Context: an optimization exercise on an open-source flow, tuned for small area and a short achievable clock period. The choices shown serve that exercise and are no tape-out recipe.
Only the layout flow was run in this run; the RTL was not checked for function there.

$ cat config.mk
export PLATFORM = sky130hd
export DESIGN_NAME = life_row_engine
export DESIGN_NICKNAME = life_row_engine
export VERILOG_FILES = /design/flow/design.v
export SDC_FILE = /design/flow/constraint.sdc
export NUM_CORES = 4
export LEC_CHECK = 0
export CAP_MARGIN = 20
export CORE_MARGIN = 2
export CORE_UTILIZATION = 40
export SLEW_MARGIN = 20
export SYNTH_HIERARCHICAL = 1
$ cat constraint.sdc
create_clock -name core_clock -period 11.5 [get_ports {clk}]
set_input_delay 2.3000 -clock core_clock [delete_from_list [all_inputs] [get_ports {clk}]]
set_output_delay 2.3000 -clock core_clock [all_outputs]
set_load 0.01 [all_outputs]
$ cat design.v
package life_pkg;
    localparam logic [8:0] CONWAY_BIRTH   = 9'b000001000;
    localparam logic [8:0] CONWAY_SURVIVE = 9'b000001100;
endpackage
module life_rule_cell (
    input  logic [1:0] s_l_n,
    input  logic [1:0] s_c_n,
    input  logic [1:0] s_r_n,
    input  logic       self_n,
    input  logic [8:0] birth_mask,
    input  logic [8:0] survive_mask,
    input  logic       birth8_n,      
    input  logic       birth0_n,      
    input  logic       survive8_n,    
    input  logic       survive0_n,    
    output logic       next
);
    logic t0_n, k1_n, x_n, y_n, t1, z, t2, t3;
    life_fa u_fa0 (.a(s_l_n[0]), .b(s_c_n[0]), .c(s_r_n[0]), .s(t0_n), .co(k1_n));
    life_fa u_fa1 (.a(s_l_n[1]), .b(s_c_n[1]), .c(s_r_n[1]), .s(x_n),  .co(y_n));
    life_xor2  u_t1 (.a(x_n), .b(k1_n), .y(t1));
    life_nor2  u_z  (.a(x_n), .b(k1_n), .y(z));
    life_xnor2 u_t2 (.a(y_n), .b(z), .y(t2));
    life_nor4  u_t3 (.a(s_l_n[1]), .b(s_c_n[1]), .c(s_r_n[1]), .d(k1_n), .y(t3));
    logic b0, s1, g0, g1, g2, g3;
    life_mux2i u_b0 (.d({birth8_n, birth0_n}),     .s(t3), .y(b0));
    life_mux2i u_s1 (.d({survive8_n, survive0_n}), .s(t3), .y(s1));
    life_mux4 u_g0 (.d({b0, birth_mask[1], survive_mask[7], s1}),             .s({self_n, t0_n}), .y(g0));
    life_mux4 u_g1 (.d({birth_mask[2], birth_mask[3], survive_mask[1], survive_mask[2]}), .s({self_n, t0_n}), .y(g1));
    life_mux4 u_g2 (.d({birth_mask[4], birth_mask[5], survive_mask[3], survive_mask[4]}), .s({self_n, t0_n}), .y(g2));
    life_mux4 u_g3 (.d({birth_mask[6], birth_mask[7], survive_mask[5], survive_mask[6]}), .s({self_n, t0_n}), .y(g3));
    life_mux4 u_m  (.d({g3, g2, g1, g0}),                                     .s({t2, t1}), .y(next));
endmodule
module life_fa (
    input  logic a,
    input  logic b,
    input  logic c,
    output logic s,
    output logic co
);
    assign s  = a ^ b ^ c;
    assign co = (a & b) | (a & c) | (b & c);
endmodule
module life_xor2 (input logic a, input logic b, output logic y);
    assign y = a ^ b;
endmodule
module life_xnor2 (input logic a, input logic b, output logic y);
    assign y = !(a ^ b);
endmodule
module life_nor2 (input logic a, input logic b, output logic y);
    assign y = !(a | b);
endmodule
module life_nor4 (input logic a, input logic b, input logic c, input logic d, output logic y);
    assign y = !(a | b | c | d);
endmodule
module life_mux4 (
    input  logic [3:0] d,
    input  logic [1:0] s,
    output logic       y
);
    assign y = d[s];
endmodule
module life_mux2i (
    input  logic [1:0] d,
    input  logic       s,
    output logic       y
);
    assign y = !d[s];
endmodule
module life_ha (
    input  logic a,
    input  logic b,
    output logic s,
    output logic co
);
    assign s  = a ^ b;
    assign co = a & b;
endmodule
module life_popcount32 (
    input  logic [31:0] x,
    output logic [5:0] y
);
    logic s0, c0, s1, c1, s2, c2, s3, c3;
    logic s4, c4, s5, c5, s6, c6, s7, c7;
    logic s8, c8, s9, c9, s10, c10, s11, c11;
    logic s12, c12, s13, c13, s14, c14, s15, c15;
    logic s16, c16, s17, c17, s18, c18, s19, c19;
    logic s20, c20, s21, c21, s22, c22, s23, c23;
    logic s24, c24, s25, c25, s26, c26, s27, c27;
    logic s28, c28, s29, c29, s30, c30;
    life_fa u0 (.a(x[0]), .b(x[10]), .c(x[11]), .s(s0), .co(c0));
    life_fa u1 (.a(x[12]), .b(x[13]), .c(x[14]), .s(s1), .co(c1));
    life_fa u2 (.a(x[15]), .b(x[16]), .c(x[17]), .s(s2), .co(c2));
    life_fa u3 (.a(x[18]), .b(x[19]), .c(x[1]), .s(s3), .co(c3));
    life_fa u4 (.a(x[20]), .b(x[21]), .c(x[22]), .s(s4), .co(c4));
    life_fa u5 (.a(x[23]), .b(x[24]), .c(x[25]), .s(s5), .co(c5));
    life_fa u6 (.a(x[26]), .b(x[27]), .c(x[28]), .s(s6), .co(c6));
    life_fa u7 (.a(x[29]), .b(x[2]), .c(x[30]), .s(s7), .co(c7));
    life_fa u8 (.a(x[31]), .b(x[3]), .c(x[4]), .s(s8), .co(c8));
    life_fa u9 (.a(x[5]), .b(x[6]), .c(x[7]), .s(s9), .co(c9));
    life_fa u10 (.a(x[8]), .b(x[9]), .c(s0), .s(s10), .co(c10));
    life_fa u11 (.a(s1), .b(s2), .c(s3), .s(s11), .co(c11));
    life_fa u12 (.a(s4), .b(s5), .c(s6), .s(s12), .co(c12));
    life_fa u13 (.a(s7), .b(s8), .c(s9), .s(s13), .co(c13));
    life_fa u14 (.a(s10), .b(s11), .c(s12), .s(s14), .co(c14));
    life_ha u15 (.a(s13), .b(s14), .s(s15), .co(c15));
    life_fa u16 (.a(c0), .b(c1), .c(c2), .s(s16), .co(c16));
    life_fa u17 (.a(c3), .b(c4), .c(c5), .s(s17), .co(c17));
    life_fa u18 (.a(c6), .b(c7), .c(c8), .s(s18), .co(c18));
    life_fa u19 (.a(c9), .b(c10), .c(c11), .s(s19), .co(c19));
    life_fa u20 (.a(c12), .b(c13), .c(s16), .s(s20), .co(c20));
    life_fa u21 (.a(s17), .b(s18), .c(c14), .s(s21), .co(c21));
    life_fa u22 (.a(s19), .b(s20), .c(c15), .s(s22), .co(c22));
    life_ha u23 (.a(s21), .b(s22), .s(s23), .co(c23));
    life_fa u24 (.a(c16), .b(c17), .c(c18), .s(s24), .co(c24));
    life_fa u25 (.a(c19), .b(c20), .c(s24), .s(s25), .co(c25));
    life_fa u26 (.a(c21), .b(s25), .c(c22), .s(s26), .co(c26));
    life_ha u27 (.a(c23), .b(s26), .s(s27), .co(c27));
    life_fa u28 (.a(c24), .b(c25), .c(c26), .s(s28), .co(c28));
    life_ha u29 (.a(c27), .b(s28), .s(s29), .co(c29));
    life_ha u30 (.a(c28), .b(c29), .s(s30), .co(c30));
    assign y[0] = s15;
    assign y[1] = s23;
    assign y[2] = s27;
    assign y[3] = s29;
    assign y[4] = s30;
    assign y[5] = c30;
endmodule
module life_row_engine #(
    parameter int WIDTH  = 64,
    parameter int HEIGHT = 32,
    parameter int WRAP   = 0
) (
    input  logic                                 clk,
    input  logic                                 rst_n,
    input  logic                                 start,
    input  logic [8:0]                           birth_mask,
    input  logic [8:0]                           survive_mask,
    input  logic                                 in_valid,
    output logic                                 in_ready,
    input  logic [WIDTH-1:0]                     in_row,
    output logic                                 out_valid,
    input  logic                                 out_ready,
    output logic [WIDTH-1:0]                     out_row,
    output logic                                 out_last,
    output logic                                 busy,
    output logic                                 gen_done,
    output logic [$clog2(WIDTH*HEIGHT+1)-1:0]    alive_count,
    output logic                                 stable
);
    localparam int CW = $clog2(WIDTH*HEIGHT+1);
    localparam int RW = $clog2(HEIGHT);
    logic             st_fill, st_run, st_drain, st_last;
    logic [8:0]       birth_q, survive_q;
    logic             birth8_n, birth0_n, survive8_n, survive0_n;
    logic [WIDTH-1:0] prev_row_n, cur_row_n, below_row_n, new_row;
    logic [RW-1:0]    row_cnt;
    logic             pend;
    logic             rdy_base;
    logic             out_free, start_go, take_fill, load_run, load_drain, load, shift, last_row;
    assign rdy_base = st_fill | (st_run & !out_valid);
    life_ready u_ready (.run(st_run), .out_ready(out_ready), .base(rdy_base), .ready(in_ready));
    always_comb begin
        busy       = st_fill | st_run | st_drain | st_last;
        out_free   = !out_valid || out_ready;
        start_go   = !busy && start;
        take_fill  = st_fill && in_valid;
        load_run   = st_run && in_valid && out_free;
        load_drain = st_drain && out_free;
        load       = load_run | load_drain;
        shift      = take_fill | load;
        last_row   = (row_cnt == RW'(HEIGHT - 1));
        out_last   = st_last;    
    end
    always_ff @(posedge clk or negedge rst_n) begin
        if (!rst_n) begin
            st_fill   <= 1'b0;
            st_run    <= 1'b0;
            st_drain  <= 1'b0;
            st_last   <= 1'b0;
            row_cnt   <= '0;
            out_valid <= 1'b0;
            gen_done  <= 1'b0;
            pend      <= 1'b0;
        end else begin
            st_fill   <= start_go | (st_fill & !in_valid);
            st_run    <= take_fill | (st_run & !(load_run & last_row));
            st_drain  <= (load_run & last_row) | (st_drain & !out_free);
            st_last   <= load_drain | (st_last & !out_ready);
            gen_done  <= st_last & out_valid & out_ready;
            out_valid <= load | (out_valid & !out_ready);
            pend      <= load;
            if (take_fill | load_run) row_cnt <= row_cnt + RW'(1);
        end
    end
    always_ff @(posedge clk) begin
        if (start_go) begin
            birth_q    <= birth_mask;
            survive_q  <= survive_mask;
            birth8_n   <= !birth_mask[8];
            birth0_n   <= !birth_mask[0];
            survive8_n <= !survive_mask[8];
            survive0_n <= !survive_mask[0];
        end
        if (shift) prev_row_n <= cur_row_n;
        if (shift | !busy) cur_row_n <= below_row_n;
        if (load)  out_row  <= new_row;
    end
    assign below_row_n = ~(in_row & {WIDTH{st_fill | st_run}});
    logic [1:0] col_n [WIDTH+2];
    assign col_n[0]       = 2'b11;
    assign col_n[WIDTH+1] = 2'b11;
    for (genvar j = 0; j < WIDTH; j++) begin : g_col
        life_fa u_col (.a(prev_row_n[j]), .b(cur_row_n[j]), .c(below_row_n[j]),
                       .s(col_n[j+1][0]), .co(col_n[j+1][1]));
    end
    for (genvar i = 0; i < WIDTH; i++) begin : g_cell
        life_rule_cell u_cell (
            .s_l_n (col_n[i]),
            .s_c_n (col_n[i+1]),
            .s_r_n (col_n[i+2]),
            .self_n(cur_row_n[i]),
            .birth_mask  (birth_q),
            .survive_mask(survive_q),
            .birth8_n    (birth8_n),
            .birth0_n    (birth0_n),
            .survive8_n  (survive8_n),
            .survive0_n  (survive0_n),
            .next(new_row[i])
        );
    end
    localparam int HW  = WIDTH / 2;
    localparam int HPW = $clog2(HW + 1);
    localparam int PW  = $clog2(WIDTH + 1);
    logic [HPW-1:0] pop_lo, pop_hi;
    logic [PW-1:0]  row_pop;
    logic [CW-1:0]  alive_q;
    life_popcount32 u_pop_lo (.x(out_row[HW-1:0]),     .y(pop_lo));
    life_popcount32 u_pop_hi (.x(out_row[WIDTH-1:HW]), .y(pop_hi));
    assign alive_count = alive_q + CW'(row_pop);
    always_ff @(posedge clk) begin
        row_pop <= pend ? PW'(pop_lo) + PW'(pop_hi) : '0;
        if (start_go) begin
            alive_q <= '0;
            stable  <= 1'b1;
        end else begin
            alive_q <= alive_count;
            if (pend && (out_row ^ prev_row_n) != '1) stable <= 1'b0;
        end
    end
endmodule
module life_ready (
    input  logic run,
    input  logic out_ready,
    input  logic base,
    output logic ready
);
    assign ready = (run & out_ready) | base;
endmodule
$ cat flow/run.sh
#!/bin/bash
# The standard synthesis and layout, with these changes to the layout steps:
# - the synthesized combinational cells start as the smallest cell of their kind
#   (flow/downsize.tcl), so that timing repair only grows the ones that need it;
# - the port buffers are the cell named in flow/port_buffer.txt;
# - timing repair aims for the setup slack in flow/setup_margin.txt;
# - clock tree synthesis takes the arguments in flow/cts_args.txt, if present.
set -uo pipefail
cd "$(dirname "$0")/.."
bash standard.sh synth > synth.log 2>&1 || exit 1
export PRE_FLOORPLAN_TCL="$(pwd)/flow/downsize.tcl"
export BUFFER_PORTS_ARGS="-buffer_cell $(cat flow/port_buffer.txt)"
export SETUP_SLACK_MARGIN=$(cat flow/setup_margin.txt)
if [[ -f flow/cts_args.txt ]]; then
  export CTS_ARGS="$(cat flow/cts_args.txt)"
fi
bash standard.sh > layout.log 2>&1
$ cat flow/cts_args.txt
-sink_clustering_enable -repair_clock_nets -buf_list sky130_fd_sc_hd__clkbuf_8 -dont_use_dummy_load -sink_clustering_size 12 -sink_clustering_max_diameter 100
$ cat flow/downsize.tcl
# Swap every combinational cell for the smallest-area cell of its kind (same function,
# another drive strength), so that timing repair only grows the cells whose paths
# need it.
set n_down 0
foreach inst [get_cells *] {
  set ref [get_property $inst ref_name]
  if {![regexp {^(sky130_fd_sc_hd__([a-z0-9]+))_([0-9]+)$} $ref -> base kind drive]} { continue }
  if {[regexp {^(e?df|sdf|dl|tap|fill|decap|conb|clk|dly|probe|lpflow)} $kind]} { continue }
  set best_area [get_property [get_lib_cells $ref] area]
  set best ""
  foreach lc [get_lib_cells -quiet ${base}_*] {
    set name [get_property $lc name]
    if {![regexp "^${base}_\[0-9\]+\$" $name]} { continue }
    set a [get_property $lc area]
    if {$a < $best_area - 1e-6} {
      set best_area $a
      set best $lc
    }
  }
  if {$best ne ""} {
    replace_cell $inst $best
    incr n_down
  }
}
puts "downsize.tcl: swapped $n_down cells for smaller ones"
$ cat flow/port_buffer.txt
sky130_fd_sc_hd__buf_1
$ cat flow/setup_margin.txt
6.5
$ cat standard.sh
#!/bin/bash
# synth_recipe.tcl (not shown) runs the flow's synth.tcl, then flattens the netlist and writes it again
# the make line also repeats each setting of config.mk as NAME=value (left out here)
make -C /OpenROAD-flow-scripts/flow DESIGN_CONFIG=/design/flow/config.mk WORK_HOME=/design/flow/orfs CLKGATE_MAP_FILE= SYNTH_SCRIPT=/design/flow/synth_recipe.tcl "${@:-finish}"
==> flow_summary_export.csv <==
group,metric,value,unit
status,status,"finished clean",
routing,drc_errors,0,
finish,drive_above_1_share,0.261,
logic_synthesis,postSynthCellCount,1512,
timing,setup_violations,0,
timing,relSlewSlack,0.202,
worst_setup_path,endpoint_kind,"primary output",
routing,viasPerCell,6.67,
worst_setup_path,path_max_fanout,4,
finish,syn2layout_area_growth,12.8,%
routing,vias,16700,
logic_synthesis,syn_area,24200,µm²
finish,multiInputGateArea,18000,µm²
clock_network,cts_buffers,24,
global_route,grt_pass1_wl,122,mm
clock_network,holdBufCountCts,0,
clock_network,cts_root_buffer,"clkbuf_8",
finish,diodes,0,
floorplan,dieArea,62600,µm²
global_route,grt_max_degree,65,
logic_synthesis,avgSynthCellArea,16.0,µm²
finish,nFillCells,5282,
worst_setup_path,r2r_slack,6.61,ns
worst_setup_path,crit_chain,"buf_6 -> a21o_1 -> buf_2",
floorplan,io_pins,169,
place,place.port_buffers,168,
clock_network,htree_levels,1,
timing,tightest_slew,1.20,ns
routing,drtIter0Drc,1592,
logic_synthesis,yosysWarningCount,9,
worst_setup_path,cp.arrival,2.67,ns
global_route,antenna_found_initial,1,
timing,final-hold-violation-count,0,
worst_setup_path,path_class,"in -> out",
place,dp_hpwl,50.6,mm
worst_setup_path,cp.required,9.20,ns
floorplan,core-area,60100,µm²
floorplan,num_rows,90,
floorplan,die_h,250,µm
worst_setup_path,timing.rr.start,"out_row[32]$_DFFE_PP_",
routing,drt_first_pass_iters,4,
timing,period_share,0.432,
timing,min_period,4.97,ns
timing,fin_skew,0.0644,ns
routing,wire_per_inst,33.0,µm
finish,regArea,7010,µm²
floorplan,dieWidth,250,µm
clock_network,cts_sinks,242,
routing,drt_wl_total,82.5,mm
hold_path,hold_class,"reg -> reg",
worst_setup_path,startpoint_type,"primary input",
worst_setup_path,slowest_stage,"a21o_1",
clock_network,clk_pin_slew,0.09,ns
clock_network,cts.path.max_buffers,3,
worst_setup_path,crit_start,"out_ready",
worst_setup_path,worst-path-buf-inv,2,
timing,finalMaxSlewViolations,0,
timing,tns,0,ns
finish,stdcell_area,27300,µm²
worst_setup_path,rr_worst_depth,14,
worst_setup_path,cpLargestDelayFamily,"buffers and inverters",
finish,layout.nets,2081,
place,routabilityCongestion,0.829,
routing,antenna_left,0,
timing,max_freq,201,MHz
clock_network,cts_tree,"yes",
worst_setup_path,crit_path_max_incr_delay,0.14,ns
global_route,grt-ovfl-total,0,
global_route,grt_use_total,0.267,
global_route,grt_pass1_vias,18000,
worst_setup_path,r2r_end,"row_pop[6]$_SDFF_PN0_",
floorplan,initial_core_util,0.403,
timing,grt_setup_unrepaired,"no",
worst_setup_path,worst-path-stages,3,
worst_setup_path,endpoint,"in_ready",
place,dpl_cell_area,26900,µm²
run,max-cap-violations,0,
clock_network,insertion_delay,0.64,ns
-- area by class of cell --
type / count / area share
multi-input combinational: 1233 / 0.660
tap: 782 / 0.0358
inverter: 21 / 0.00288
timing repair buffer: 201 / 0.0326
clock buffer: 24 / 0.0121
sequential: 242 / 0.256
-- sequential cells by signal, summed over array words and instances (netlist names), 5 cells and up --
signal,cells
out_row,64
cur_row_n,64
survive_q,7
row_cnt,5
birth_q,7
alive_q,12
prev_row_n,64
row_pop,7
-- through the flow --
step	hold slack [ns]	setup slack (ns)	instances	utilization
finish	0.479	6.53	2503	0.455
global route	0.503	6.48	2503	0.455
global placement	0.458	6.15	2471	0.448
CTS	0.484	6.50	2496	0.453
floorplan	0.439	6.50	1517	-
detailed placement	0.467	6.12	2471	0.448
-- cell usage in the layout (no fill, tap or decap), types with 5 or more instances in the layout --
cell,count
dfrtp_1,12
and2_1,10
dfxtp_1,20
conb_1,6
nand3_1,5
xnor2_1,92
edfxtp_1,210
a21oi_1,9
inv_1,21
xor2_1,115
buf_1,166
nor2_1,72
mux4_2,320
ha_1,25
fa_1,245
nor4_4,61
nor4_1,9
nand4_1,16
clkbuf_8,24
nand2_1,74
mux2i_1,131
buf_4,32
-- worst min-delay path by stage --
| stage | startpoint | end | slack (ns) | depth (start not counted) |
|---|---|---|---|---|
| 2_1_floorplan | row_cnt[3]$_DFFE_PN0P_ | row_cnt[3]$_DFFE_PN0P_ | 0.44 | 1 |
| 3_3_place_gp | row_cnt[3]$_DFFE_PN0P_ | row_cnt[3]$_DFFE_PN0P_ | 0.46 | 1 |
| 3_5_place_dp | row_cnt[3]$_DFFE_PN0P_ | row_cnt[3]$_DFFE_PN0P_ | 0.47 | 1 |
| 4_1_cts | row_cnt[3]$_DFFE_PN0P_ | row_cnt[3]$_DFFE_PN0P_ | 0.48 | 1 |
| 5_1_grt | row_cnt[3]$_DFFE_PN0P_ | row_cnt[3]$_DFFE_PN0P_ | 0.50 | 1 |
| 6_report | row_cnt[3]$_DFFE_PN0P_ | row_cnt[3]$_DFFE_PN0P_ | 0.48 | 1 |
-- timing repair --
action	4_1_cts	5_1_grt
buffers inserted	1	7
endpoints found under the hold margin	0	0
gates resized for setup	3	9
pin swaps	0	2
endpoints found under the setup margin	5	7
-- per-layer routing --
layer	wire (µm)	vias to the layer above	track usage
met1	32100	8965	0.357
met4	3050	0	0.0955
met3	7980	200	0.0600
met2	39400	1024	0.429
met5	0	-	0
li1	-	6514	-

separate check: timing with driven ports:
No port has a modelled driver above. Below, the same layout with a new extraction and two added sets of constraints.
Step 1 (the two cells are an assumption about what drives the block):
set clk [get_ports {clk}]
set_driving_cell -lib_cell sky130_fd_sc_hd__clkbuf_16 $clk
set_driving_cell -lib_cell sky130_fd_sc_hd__buf_2 [delete_from_list [all_inputs] $clk]
Step 2 adds t to the input delays and takes it off the output delays; t is the mean of the earliest and latest rising clock arrival at the registers after step 1. Input paths then give back, and output paths get back, about the clock's delay inside the block.
Three values: no drivers, after step 1, after step 2; two values: the first two.
shift t [ns]: 0.664
setup slack, ns: 6.529 / 6.497 / 6.121
clock arrival spread, ns: 0.065 / 0.065
worst slew at a driven data input, ns: 0.04
After both steps setup and hold are still met in this run. The setup slack of this run moves by -0.032 ns with the drivers and by -0.408 ns with both steps.
